Background: an optimization exercise with open tools, aiming at small area and a short achievable clock period. Do not read the settings as production practice. Function was checked by simulation only, so behaviour that the tests miss may differ from the original. No activity file was given, so power comes from the tool's default toggle rates.

==> flow/design.v (outline; a module is shown in full before it is edited, if it fits) <==
// module rename_cell: 366 lines
// module rename_state: 35 lines
// module rename_top: 265 lines
module rename_top (
    input  logic        clk,
    input  logic        rst,
    input  logic        in_valid,
    output logic        in_ready,
    input  logic [15:0] in_opcode,
    input  logic [11:0] in_dst,
    input  logic [11:0] in_src1,
    input  logic [11:0] in_src2,
    output logic [3:0]  out_valid,
    input  logic [3:0]  out_ready,
    output logic [15:0] out_opcode,
    output logic [19:0] out_dst_preg,
    output logic [19:0] out_old_preg,
    output logic [19:0] out_src1_preg,
    output logic [19:0] out_src2_preg,
    output logic [3:0]  out_src1_rdy,
    output logic [3:0]  out_src2_rdy,
    output logic [3:0]  out_writes,
    input  logic        free_valid,
    input  logic [4:0]  free_preg,
    input  logic        done_valid,
    input  logic [4:0]  done_preg
);
  // ...
==> flow/flow/run.sh <==
#!/bin/bash
set -euo pipefail
cd "$(dirname "$0")/.."
bash standard.sh "SYNTH_SCRIPT=$PWD/flow/synth.tcl" SETUP_SLACK_MARGIN=8 \
  "BUFFER_PORTS_ARGS=-buffer_cell sky130_fd_sc_hd__buf_1" finish > layout.log 2>&1
==> flow/flow/synth.tcl <==
# The standard synthesis script (synth_recipe.tcl) with two changes to how the logic
# between the registers is mapped: no full/half-adder extraction before ABC, and ABC maps
# with Yosys's own script instead of ORFS's area script (its -script and -D are dropped).
# The registers are the standard synthesis's; timing is left to the layout's repair.
proc synth {args} { yosys synth -nofsm -noshare {*}$args }
proc abc {args} {
  set i [lsearch -exact $args -script]
  if {$i >= 0} { set args [lreplace $args $i [expr {$i + 1}]] }
  set i [lsearch -exact $args -D]
  if {$i >= 0} { set args [lreplace $args $i [expr {$i + 1}]] }
  yosys abc {*}$args
}
if {[info exists ::env(ADDER_MAP_FILE)]} { unset ::env(ADDER_MAP_FILE) }
source $::env(SCRIPTS_DIR)/synth.tcl
# left out here: clear keep_hierarchy, flatten, clean up, hide names made inside functions, write 1_2_yosys.v
==> flow/standard.sh <==
#!/bin/bash
# synth_recipe.tcl (not shown) runs the flow's synth.tcl, then flattens the netlist and writes it again
# the make line also repeats each setting of config.mk as NAME=value (left out here)
make -C /OpenROAD-flow-scripts/flow DESIGN_CONFIG=/design/flow/config.mk WORK_HOME=/design/flow/orfs CLKGATE_MAP_FILE= SYNTH_SCRIPT=/design/flow/synth_recipe.tcl "${@:-finish}"
==> flow/config.mk <==
export PLATFORM = sky130hd
export DESIGN_NAME = rename_top
export DESIGN_NICKNAME = rename_top
export VERILOG_FILES = /design/flow/design.v
export SDC_FILE = /design/flow/constraint.sdc
export NUM_CORES = 4
export LEC_CHECK = 0
export ABC_AREA = 1
export CAP_MARGIN = 20
export CORE_MARGIN = 2
export CORE_UTILIZATION = 50
export SLEW_MARGIN = 20
==> flow/constraint.sdc <==
create_clock -name core_clock -period 14.5 [get_ports {clk}]
set_input_delay 2.9000 -clock core_clock [delete_from_list [all_inputs] [get_ports {clk}]]
set_output_delay 2.9000 -clock core_clock [all_outputs]
set_load 0.01 [all_outputs]
==> flow_summary.yaml, run 1 <==
outcome:
  outcome: "timing/DRC/antenna clean"
grt:
  grt.overflow.total: 0
  track_usage_pct: 45.8
layout:
  final_area_sq_um: 22200
  nonClkBufAreaFrac_pct: 6.53
  utilization_pct: 57.2
  top_register: "rat"
  antenna-diode-count: 0
routing:
  route.detailed.drc: 0
  drt-met1-wl_um: 38900
  wl_met2_um: 38100
floorplan:
  rows: 72
  fp.dieH_um: 202
timing:
  final-hold-violation-count: 0
  fin_skew_ns: 0.0333
  slew_viol_final: 0
power:
  pg_clk_mw: 0.539
  power_frac_comb_pct: 72.0
  p_int_mw: 2.47
  p_seq_mw: 1.17
clock_tree:
  post_cts_buffers: 20
  cts_tree: "built"
synthesis:
  synth_fa_ha_area_share_pct: 0.210
worst_setup_path:
  crit_start: "rat[1][4]"
  r2r-end: "ar[3][2]"
placed_design:
  place.gp.congestion: 1.06
hold_path:
  min-delay-start: "pk[31]"
  worstHoldEndpoint: "pk[31]"
==> inputs of run 2 (changes only) <==
==> flow/flow/run.sh (replaced) <==
#!/bin/bash
set -euo pipefail
cd "$(dirname "$0")/.."
bash standard.sh "SYNTH_SCRIPT=$PWD/flow/synth.tcl" SETUP_SLACK_MARGIN=8 \
  "BUFFER_PORTS_ARGS=-buffer_cell sky130_fd_sc_hd__buf_1" \
  "CTS_ARGS=-sink_clustering_enable -repair_clock_nets -dont_use_dummy_load" \
  finish > layout.log 2>&1
==> flow_summary.yaml, run 2 <==
outcome:
  outcome: "timing/DRC/antenna clean"
synthesis:
  synth_top_cell_area_share_pct: 13.5
  ys_seq_elements: 192
  syn_avg_cell_area_sq_um: 6.92
  synth_edf_count: 60
  synth_nets: 2909
  yosys.area.top_type: "dfxtp_1"
  yosys_warnings: 38
  ys.flop_type: "dfxtp_1"
  yosysSeqAreaShare_pct: 22.6
  syn_area_sq_um: 19600
  synth_area_leaders: "dfxtp_1, a21oi_1, edfxtp_1, o21ai_0, nand2_1"
  synth_common_cells: "a21oi_1, nand2_1, nor2_1"
  syn_inst: 2838
  synth.distinct_cells: 98
  yosysMostFrequentCell: "a21oi_1"
  async_flop_share_pct: 0
timing:
  setup_viol: 0
  period_needed_ns: 6.67
  final-hold-violation-count: 0
  relSlewSlack_pct: 23.1
  rsz0062_at_grt: "yes"
  fin_skew_ns: 0.0273
  setup_tns_ns: 0
  fmax_ghz: 0.150
  setup_ws_ns: 7.83
  layout_worst_path_cycle_share_pct: 46.0
  tightestPinTransition_ns: 1.15
  slew_viol_final: 0
layout:
  antenna-diode-count: 0
  top_register: "rat"
  final_nets: 2981
  largest_register_ff_count: 35
  reg_top3: "rat: 35 flops, fr: 31 flops, pk: 31 flops"
  mostFrequentLayoutCells: "a21oi_1, nand2_1, nor2_1, o21ai_0, buf_1"
  final_common_cell: "a21oi_1"
  area_growth_pct: 11.6
  drive_above_1_share_pct: 11.8
power:
  p_per_area_nw_per_um2: 272
  p_leak_nw: 7.59
  vdd_drop_max_mv: 0.276
clock_tree:
  hold_buffers: 0
  htree_levels: 4
  cts_tree: "built"
  cts_max_path_buffers: 2
  clkSinkCount: 192
  clk_latency_ns: 0.50
  clkSlewWorstSetupHoldPaths_ns: 0.07
  cts_buffers: 17
  cts-root-buf: "clkbuf_16"
worst_setup_path:
  ff2ff_path_depth: 18
  r2r-end: "ar[3][2]"
  ff2ff_setup_slack_ns: 8.09
  required_ns: 11.60
  cp-end-kind: "output pin"
  worstSetupPathType: "flip-flop to output pin"
  r2r_start: "ar[0][3]"
  worstPathArrival_ns: 3.77
  crit_fanout: 7
  start_kind: "flip-flop"
hold_path:
  hold_class: "flip-flop to flip-flop"
  min_delay_path_depth: 1
  min-delay-start: "pk[31]"
  worstHoldEndpoint: "pk[31]"
placed_design:
  portBuffers: 183
  dp_slack_ns: 7.12
  place.gp.congestion: 1.06
  dp_hpwl_um: 70000
floorplan:
  dieArea_sq_um: 40900
  rows: 72
  io_pins: 184
  fp.dieH_um: 202
  placeableCoreArea_sq_um: 38700
  die_w_um: 202
  start_util_pct: 50.7
routing:
  vias_per_cell: 7.44
  route.detailed.drc: 0
  drtAntennaViolNets: 0
  wl_per_cell_um: 28.4
  routed_wl_um: 97300
  via_count: 25500
  drtIter0Drc: 4508
  dr.pass1.iters: 11
grt:
  grt_pass1_vias: 22600
  antenna_found_initial: 3
  grt.overflow.total: 0
  grt_pass1_wl_um: 142000
  grt_max_degree: 102
  track_usage_pct: 45.8
flow_run:
  maxCapViolCount: 0
==> run 2: per-stage QoR <==
| step | utilization [%] | hold WS [ns] | instances | total power, mW | cell area, sq um |
|---|---|---|---|---|---|
| CTS | 54.8 | 0.473 | 3381 | 5.52 | 21200 |
| detailed placement | 52.6 | 0.456 | 3348 | 4.97 | 20400 |
| global placement | 52.6 | 0.447 | 3348 | 4.92 | 20400 |
| finish | 56.5 | 0.473 | 3426 | 5.95 | 21900 |
| global route | 56.5 | 0.481 | 3426 | 6.20 | 21900 |
| floorplan | - | 0.432 | 2838 | 3.69 | 19600 |
==> run 2: timing repair <==
| item | CTS | global route |
|---|---|---|
| resized for setup | 105 | 91 |
| setup endpoints to repair | 59 | 47 |
| pin swaps | 5 | 9 |
| buffers inserted | 16 | 45 |
==> run 2: critical path, stage by stage, from the launching register on <==
cell and delay [ns]:
dfxtp_1 0.80, inv_1 0.34, a222oi_1 0.30, o221ai_1 0.20, nor3_2 0.61, nand2_1 0.12
nand4_1 0.11, a21oi_1 0.11, o21ai_0 0.33, o22ai_1 0.18, buf_1 0.16
==> run 2: worst max path at each step <==
stage	from	end	slack [ns]	cells past startpoint
final	rat[1][4]	out_src2_rdy[3]	7.83	10
after global routing	ar[1][4]	out_src2_preg[19]	7.84	11
after floorplan	out_ready[2]	in_ready	8.21	4
after detailed placement	ar[0][1]	ar[3][2]	7.12	17
after global placement	ar[0][1]	ar[3][2]	7.36	17
after CTS	ar[1][3]	ar[3][2]	7.91	17
==> run 2: routing by layer <==
layer | track usage, % | vias to the layer above | part of all wire (%)
met2 | 62.9 | 2228 | 39
met3 | 16.1 | 385 | 17
met4 | 17.4 | 4 | 4.5
met5 | 0 | - | 0.026
met1 | 65.1 | 11900 | 39
li1 | - | 11000 | -
==> run 2: cell families (layout without fill, tap and decap cells) <==
| logic type | Yosys count | in the layout | share of synthesized area [%] |
|---|---|---|---|
| xor+xnor | 72 | 72 | 3.21 |
| fa+ha+maj | 4 | 4 | 0.210 |
| flops | 192 | 192 | 22.6 |
| simple gates | 971 | 971 | 23.2 |
| buf+inv | 309 | 379 | 6.22 |
| mux | 56 | 56 | 3.84 |
| compound gates | 1234 | 1234 | 40.6 |
==> run 2: area by class of cell <==
| type | count | area, sq um |
|---|---|---|
| Sequential cell | 192 | 4470 |
| Tap cell | 518 | 648 |
| Multi-Input combinational cell | 2337 | 14600 |
| Inverter | 77 | 297 |
| Fill cell | 3771 | 16800 |
| Timing Repair Buffer | 285 | 1480 |
| Clock buffer | 17 | 425 |
==> run 2: report_power, final <==
group	internal, mW	switching (mW)	total (mW)
Combinational	1.49	2.88	4.37
Sequential	0.709	0.454	1.16
Clock	0.204	0.215	0.419
==> inputs of run 3 (changes only) <==
==> flow/flow/run.sh (replaced) <==
#!/bin/bash
set -euo pipefail
cd "$(dirname "$0")/.."
bash standard.sh "SYNTH_SCRIPT=$PWD/flow/synth.tcl" SETUP_SLACK_MARGIN=8.15 \
  "BUFFER_PORTS_ARGS=-buffer_cell sky130_fd_sc_hd__buf_1" \
  "CTS_ARGS=-sink_clustering_enable -repair_clock_nets -dont_use_dummy_load" \
  finish > layout.log 2>&1
==> flow_summary.yaml, run 3 <==
clock_tree:
  clk_latency_ns: 0.50
  htree_levels: 4
  cts-root-buf: "clkbuf_16"
  cts_buffers: 17
  cts_max_path_buffers: 2
  clkSlewWorstSetupHoldPaths_ns: 0.07
  clkSinkCount: 192
  cts_tree: "built"
routing:
  via_count: 25500
  drtIter0Drc: 4242
  routed_wl_um: 97900
  drtAntennaViolNets: 0
  wl_per_cell_um: 28.5
  route.detailed.drc: 0
  dr.pass1.iters: 10
  vias_per_cell: 7.42
synthesis:
  syn_area_sq_um: 19600
  ys_seq_elements: 192
  synth.distinct_cells: 98
  async_flop_share_pct: 0
  ys.flop_type: "dfxtp_1"
  synth_area_leaders: "dfxtp_1, a21oi_1, edfxtp_1, o21ai_0, nand2_1"
  synth_top_cell_area_share_pct: 13.5
  synth_edf_count: 60
  yosysSeqAreaShare_pct: 22.6
  yosys_warnings: 38
  synth_common_cells: "a21oi_1, nand2_1, nor2_1"
  yosysMostFrequentCell: "a21oi_1"
  yosys.area.top_type: "dfxtp_1"
  synth_nets: 2909
  syn_avg_cell_area_sq_um: 6.92
  syn_inst: 2838
worst_setup_path:
  worstPathArrival_ns: 3.51
  required_ns: 11.60
  start_kind: "flip-flop"
  worst_path_max_delay_cell: "dfxtp_1"
  cpMostUsedCell: "o211ai_1"
  cp-end-kind: "output pin"
  r2r_start: "ar[1][1]"
  r2r-end: "ar[3][2]"
  worstSetupPathType: "flip-flop to output pin"
  path_cells: "inv_1 > o221ai_1 > or3_1 > o211ai_1 > nor2_2 > nand2_1 > o211ai_1 > o21ai_0 > o22ai_1 > buf_1"
  cp_num_buf_inv: 2
  crit_fanout: 8
  cp_slowest_stage_delay_ns: 0.85
  cp_top_family: "compound AO/OA/AOI/OAI gates"
  ff2ff_setup_slack_ns: 8.29
  path_depth: 10
  ff2ff_path_depth: 16
timing:
  layout_worst_path_cycle_share_pct: 44.2
  fin_skew_ns: 0.0253
  setup_viol: 0
  tightestPinTransition_ns: 1.14
  fmax_ghz: 0.156
  setup_tns_ns: 0
  relSlewSlack_pct: 23.3
  final-hold-violation-count: 0
  hold_ws_ns: 0.475
  rsz0062_at_grt: "yes"
  slew_viol_final: 0
  period_needed_ns: 6.41
flow_run:
  maxCapViolCount: 0
power:
  p_switching_mw: 3.60
  power_frac_comb_pct: 73.8
  p_leak_nw: 7.75
  vdd_drop_max_mv: 0.278
  fin_total_pwr_mw: 6.05
  p_per_area_nw_per_um2: 271
  seqPwrFrac_pct: 19.3
  switching_share_pct: 59.5
  p_int_mw: 2.45
  power_frac_clock_pct: 6.9
floorplan:
  start_util_pct: 50.7
  io_pins: 184
  die_w_um: 202
  rows: 72
  placeableCoreArea_sq_um: 38700
  fp.dieH_um: 202
  dieArea_sq_um: 40900
layout:
  final_nets: 2995
  top_register: "rat"
  drive_above_1_share_pct: 13.7
  reg_top3: "rat: 35 flops, fr: 31 flops, pk: 31 flops"
  largest_register_ff_count: 35
  mostFrequentLayoutCells: "a21oi_1, nand2_1, nor2_1, o21ai_0, buf_1"
  final_common_cell: "a21oi_1"
  antenna-diode-count: 0
  area_growth_pct: 13.8
outcome:
  outcome: "timing/DRC/antenna clean"
grt:
  track_usage_pct: 45.9
  grt.overflow.total: 0
  grt_pass1_vias: 22600
  antenna_found_initial: 2
  grt_pass1_wl_um: 143000
  grt_max_degree: 102
hold_path:
  min-delay-start: "pk[24]"
  worstHoldEndpoint: "pk[24]"
  min_delay_path_depth: 1
  hold_class: "flip-flop to flip-flop"
placed_design:
  portBuffers: 183
  place.gp.congestion: 1.06
  dp_hpwl_um: 70000
## run 3: worst max-delay path by stage
| stage | startpoint | end |
|---|---|---|
| after detailed placement | ar[0][1] | ar[3][2] |
| final | rat[3][1] | out_src2_rdy[3] |
| after CTS | out_ready[0] | in_ready |
| after global placement | ar[0][1] | ar[3][2] |
| after global routing | lnt[2] | ar[3][2] |
| after floorplan | out_ready[2] | in_ready |
## run 3: power by group through the flow
stage,clock network [mW],logic (mW),registers (mW)
2_1_floorplan,0,2.90,0.791
3_3_place_gp,0,3.81,1.11
5_1_grt,0.433,4.71,1.15
4_1_cts,0.419,4.04,1.11
3_5_place_dp,0,3.85,1.12
6_report,0.419,4.46,1.17
## run 3: kinds of logic after synthesis
logic type	synth area share [%]
buf+inv	6.22
compound gates	40.6
xor+xnor	3.21
mux	3.84
fa+ha+maj	0.210
flops	22.6
simple gates	23.2
## run 3: timing repair
| action | 4_1_cts | 5_1_grt |
|---|---|---|
| resized for setup | 150 | 127 |
| setup endpoints to repair | 69 | 53 |
| buffers inserted | 32 | 43 |
| pin swaps | 10 | 16 |
| hold buffers | 0 | 0 |
## run 3: metal layers
| metal | part of all wire, % | GRT usage (%) | vias to the layer above |
|---|---|---|---|
| met1 | 40 | 64.9 | 11900 |
| li1 | - | - | 11000 |
| met4 | 4.7 | 17.6 | 4 |
| met5 | 0.039 | 0 | - |
| met3 | 17 | 16.5 | 414 |
| met2 | 39 | 63.1 | 2228 |
## run 3: final cells by class
| type | count | area (sq um) |
|---|---|---|
| fill | 3681 | 16400 |
| clock buffer | 17 | 425 |
| inverter | 77 | 308 |
| sequential | 192 | 4490 |
| timing repair buffer | 299 | 1590 |
| multi-input combinational | 2337 | 14900 |
| tap | 518 | 648 |
## run 3: per-stage QoR
stage	utilization, %	cells	setup WS (ns)	area [sq um]
floorplan	-	2838	8.21	19600
global placement	52.6	3348	7.36	20400
detailed placement	52.6	3348	7.12	20400
CTS	55.5	3397	8.15	21500
global route	57.7	3440	8.05	22300
finish	57.7	3440	8.09	22300
==> inputs of run 4 (changes only) <==
==> flow/flow/run.sh (replaced) <==
#!/bin/bash
set -euo pipefail
cd "$(dirname "$0")/.."
bash standard.sh "SYNTH_SCRIPT=$PWD/flow/synth.tcl" SETUP_SLACK_MARGIN=8.3 \
  "BUFFER_PORTS_ARGS=-buffer_cell sky130_fd_sc_hd__buf_1" \
  "CTS_ARGS=-sink_clustering_enable -repair_clock_nets -dont_use_dummy_load" \
  finish > layout.log 2>&1
==> flow_summary.yaml, run 4 <==
placed_design:
  place.gp.congestion: 1.03
  placed_cell_area_sq_um: 20400
  dp_hpwl_um: 70300
  dp_cells: 3349
  portBuffers: 183
timing:
  final-hold-violation-count: 0
  fmax_ghz: 0.157
  relSlewSlack_pct: 16.1
  hold_ws_ns: 0.473
  period_needed_ns: 6.35
  fin_skew_ns: 0.0295
  rsz0062_at_grt: "yes"
  setup_viol: 0
  tightestPinTransition_ns: 1.25
  setup_tns_ns: 0
  layout_worst_path_cycle_share_pct: 43.8
  slew_viol_final: 0
worst_setup_path:
  start_kind: "flip-flop"
  path_cells: "xor2_1 > nor4_2 > nand2_1 > nand3_1 > o2bb2ai_1 > o21ai_0 > o21ai_0 > buf_1"
  cp-end-kind: "output pin"
  crit_path_end: "out_src1_rdy[3]"
  r2r_start: "lnt[2]"
  worst_path_max_delay_cell: "dfxtp_1"
  required_ns: 11.60
  cp_num_buf_inv: 1
  worstSetupPathType: "flip-flop to output pin"
  ff2ff_setup_slack_ns: 8.30
  cp_top_family: "simple AND/OR/NAND/NOR gates"
  ff2ff_path_depth: 19
  r2r-end: "ar[0][0]"
  worstPathArrival_ns: 3.45
  crit_fanout: 11
  path_depth: 8
  crit_start: "rat[5][2]"
  cpMostUsedCell: "o21ai_0"
  cp_slowest_stage_delay_ns: 0.88
layout:
  final_nets: 3061
  top_register: "rat"
  drive_above_1_share_pct: 18.1
  final_common_cell: "a21oi_1"
  largest_register_ff_count: 35
  instances_no_fill: 3507
  reg_top3: "rat: 35 flops, fr: 31 flops, pk: 31 flops"
  area_growth_pct: 19.1
  final_area_sq_um: 23400
  mostFrequentLayoutCells: "a21oi_1, nand2_1, nor2_1, o21ai_0, buf_1"
power:
  p_per_area_nw_per_um2: 269
  vdd_drop_max_mv: 0.292
  p_leak_nw: 8.18
  power_frac_comb_pct: 74.7
  p_int_mw: 2.59
  switching_share_pct: 58.9
  p_switching_mw: 3.71
  power_frac_clock_pct: 6.6
  seqPwrFrac_pct: 18.8
routing:
  routed_wl_um: 101000
  wl_per_cell_um: 28.7
  route.detailed.drc: 0
  drtIter0Drc: 4951
  drtAntennaViolNets: 0
  via_count: 26400
  dr.pass1.iters: 13
  vias_per_cell: 7.52
grt:
  gr-usage-met1_pct: 63.9
  top_usage_layer: "met1"
  grt_max_degree: 102
  track_usage_pct: 46.5
  grtUsageMet3_pct: 20.7
  grt_pass1_vias: 23300
  grt_pass1_wl_um: 144000
  grt.overflow.total: 0
  antenna_found_initial: 1
  use_met2_pct: 63.2
synthesis:
  ys.flop_type: "dfxtp_1"
  synth_common_cells: "a21oi_1, nand2_1, nor2_1"
  synth.distinct_cells: 98
  async_flop_share_pct: 0
  syn_avg_cell_area_sq_um: 6.92
  syn_inst: 2838
  synth_area_leaders: "dfxtp_1, a21oi_1, edfxtp_1, o21ai_0, nand2_1"
  yosys_warnings: 38
  yosysSeqAreaShare_pct: 22.6
  syn_area_sq_um: 19600
  synth_edf_count: 60
  ys_seq_elements: 192
  yosys.area.top_type: "dfxtp_1"
  yosysMostFrequentCell: "a21oi_1"
  synth_nets: 2909
  synth_top_cell_area_share_pct: 13.5
floorplan:
  dieArea_sq_um: 40900
  start_util_pct: 50.7
  io_pins: 184
  rows: 72
  fp.dieH_um: 202
  die_w_um: 202
  placeableCoreArea_sq_um: 38700
clock_tree:
  cts_max_path_buffers: 2
  cts_tree: "built"
  clkSinkCount: 192
  hold_buffers: 0
  htree_levels: 4
  cts_buffers: 17
  clkSlewWorstSetupHoldPaths_ns: 0.08
  cts-root-buf: "clkbuf_16"
  clk_latency_ns: 0.51
outcome:
  outcome: "timing/DRC/antenna clean"
hold_path:
  hold_class: "flip-flop to flip-flop"
  min-delay-start: "pk[10]"
flow_run:
  maxCapViolCount: 0
==> run 4: cell counts after synthesis <==
Identical to the previous run, type by type.
==> run 4: worst reg2reg max path, stage by stage (launching register included) <==
cell and delay [ns]:
edfxtp_1 0.54, buf_4 0.21, mux2i_1 0.15, o21a_2 0.31, or2_4 0.35, a21o_1 0.31, a311o_1 0.39, or3_4 0.49
a211o_4 0.41, nor3_4 0.26, a22oi_1 0.18, a31oi_1 0.29, a211oi_2 0.11, a311o_1 0.36, or4_1 0.55, o211ai_1 0.21
buf_4 0.19, o21a_2 0.21, mux2_2 0.36, a211oi_2 0.21
==> run 4: cells by family (layout without fill, tap and decap cells) <==
group / count (synthesis) / in the layout / synth area share (%)
compound gates: 1234 / 1234 / 40.6
simple gates: 971 / 973 / 23.2
buf+inv: 309 / 457 / 6.22
flops: 192 / 192 / 22.6
xor+xnor: 72 / 72 / 3.21
mux: 56 / 56 / 3.84
fa+ha+maj: 4 / 4 / 0.210
other cells: 0 / 1 / 0
==> run 4: final cells by class <==
class | instances | area, sq um
Multi-Input combinational cell | 2339 | 15300
Fill cell | 3558 | 15400
Timing Repair Buffer | 363 | 2160
Antenna cell | 1 | 2.50
Inverter | 77 | 324
Clock buffer | 17 | 425
Sequential cell | 192 | 4510
Tap cell | 518 | 648
==> run 4: repair_timing <==
action	in CTS	in global routing
buffers inserted	57	79
pin swaps	13	20
gates resized for setup	218	167
endpoints found under the setup margin	81	48
cloned	0	3
==> run 4: worst min-delay path by stage <==
stage / endpoint / depth (start not counted) / slack, ns
2_1_floorplan: fr[12] / 2 / 0.43
3_3_place_gp: pk[11] / 1 / 0.45
3_5_place_dp: pk[25] / 1 / 0.46
4_1_cts: pk[25] / 1 / 0.47
5_1_grt: pk[11] / 1 / 0.49
6_report: pk[10] / 1 / 0.47
==> run 4: stage by stage <==
step	setup WS, ns	util [%]	total power [mW]
CTS	8.13	56.7	5.69
global placement	7.31	52.6	4.93
finish	8.15	60.3	6.29
floorplan	8.28	-	3.70
global route	8.13	60.3	6.52
detailed placement	7.18	52.6	4.97
==> run 4: metal layers <==
metal / wire length, um / part of all wire, % / vias up
met2: 39100 / 39 / 2483
li1: - / - / 11100
met4: 5020 / 5.0 / 4
met1: 37800 / 38 / 12200
met3: 18700 / 19 / 556
met5: 92 / 0.091 / -
==> run 4: power by group through the flow <==
| stage | logic, mW | clock network [mW] | registers (mW) |
|---|---|---|---|
| floorplan | 2.90 | 0 | 0.792 |
| global placement | 3.83 | 0 | 1.10 |
| detailed placement | 3.86 | 0 | 1.11 |
| CTS | 4.17 | 0.413 | 1.10 |
| global route | 4.92 | 0.427 | 1.17 |
| finish | 4.70 | 0.413 | 1.18 |

-- re-timing with driven ports --
The results above use ideal ports. As a check the final layouts listed here were re-extracted and re-timed, cells and wires unchanged.
Step 1 assumes that a clkbuf_16 drives the clock port and a buf_2 every other input.
Step 2 moves the port delays by t, midway between the first and last clock arrival at a register: inputs arrive t later, outputs are due t later. That takes back most of the time a late clock gives input paths.
a / b / c = no drivers / after step 1 / after step 2; a / b = the first two.
run | shift t [ns] | setup slack, ns | clock arrival spread, ns | slew at the worst register clock pin (ns)
run 1 | 0.561 | 7.915 / 7.855 / 7.781 | 0.034 / 0.034 | 0.11 / 0.11
run 2 | 0.550 | 7.829 / 7.769 / 7.799 | 0.027 / 0.027 | 0.09 / 0.09
run 3 | 0.544 | 8.086 / 8.027 / 7.865 | 0.026 / 0.026 | 0.08 / 0.08
run 4 | 0.559 | 8.150 / 8.091 / 8.072 | 0.030 / 0.029 | 0.08 / 0.08
After both steps setup and hold are still met in every run listed. For run 3, which loses most, drivers alone change the setup slack by -0.059 ns; drivers and shift together by -0.221 ns.
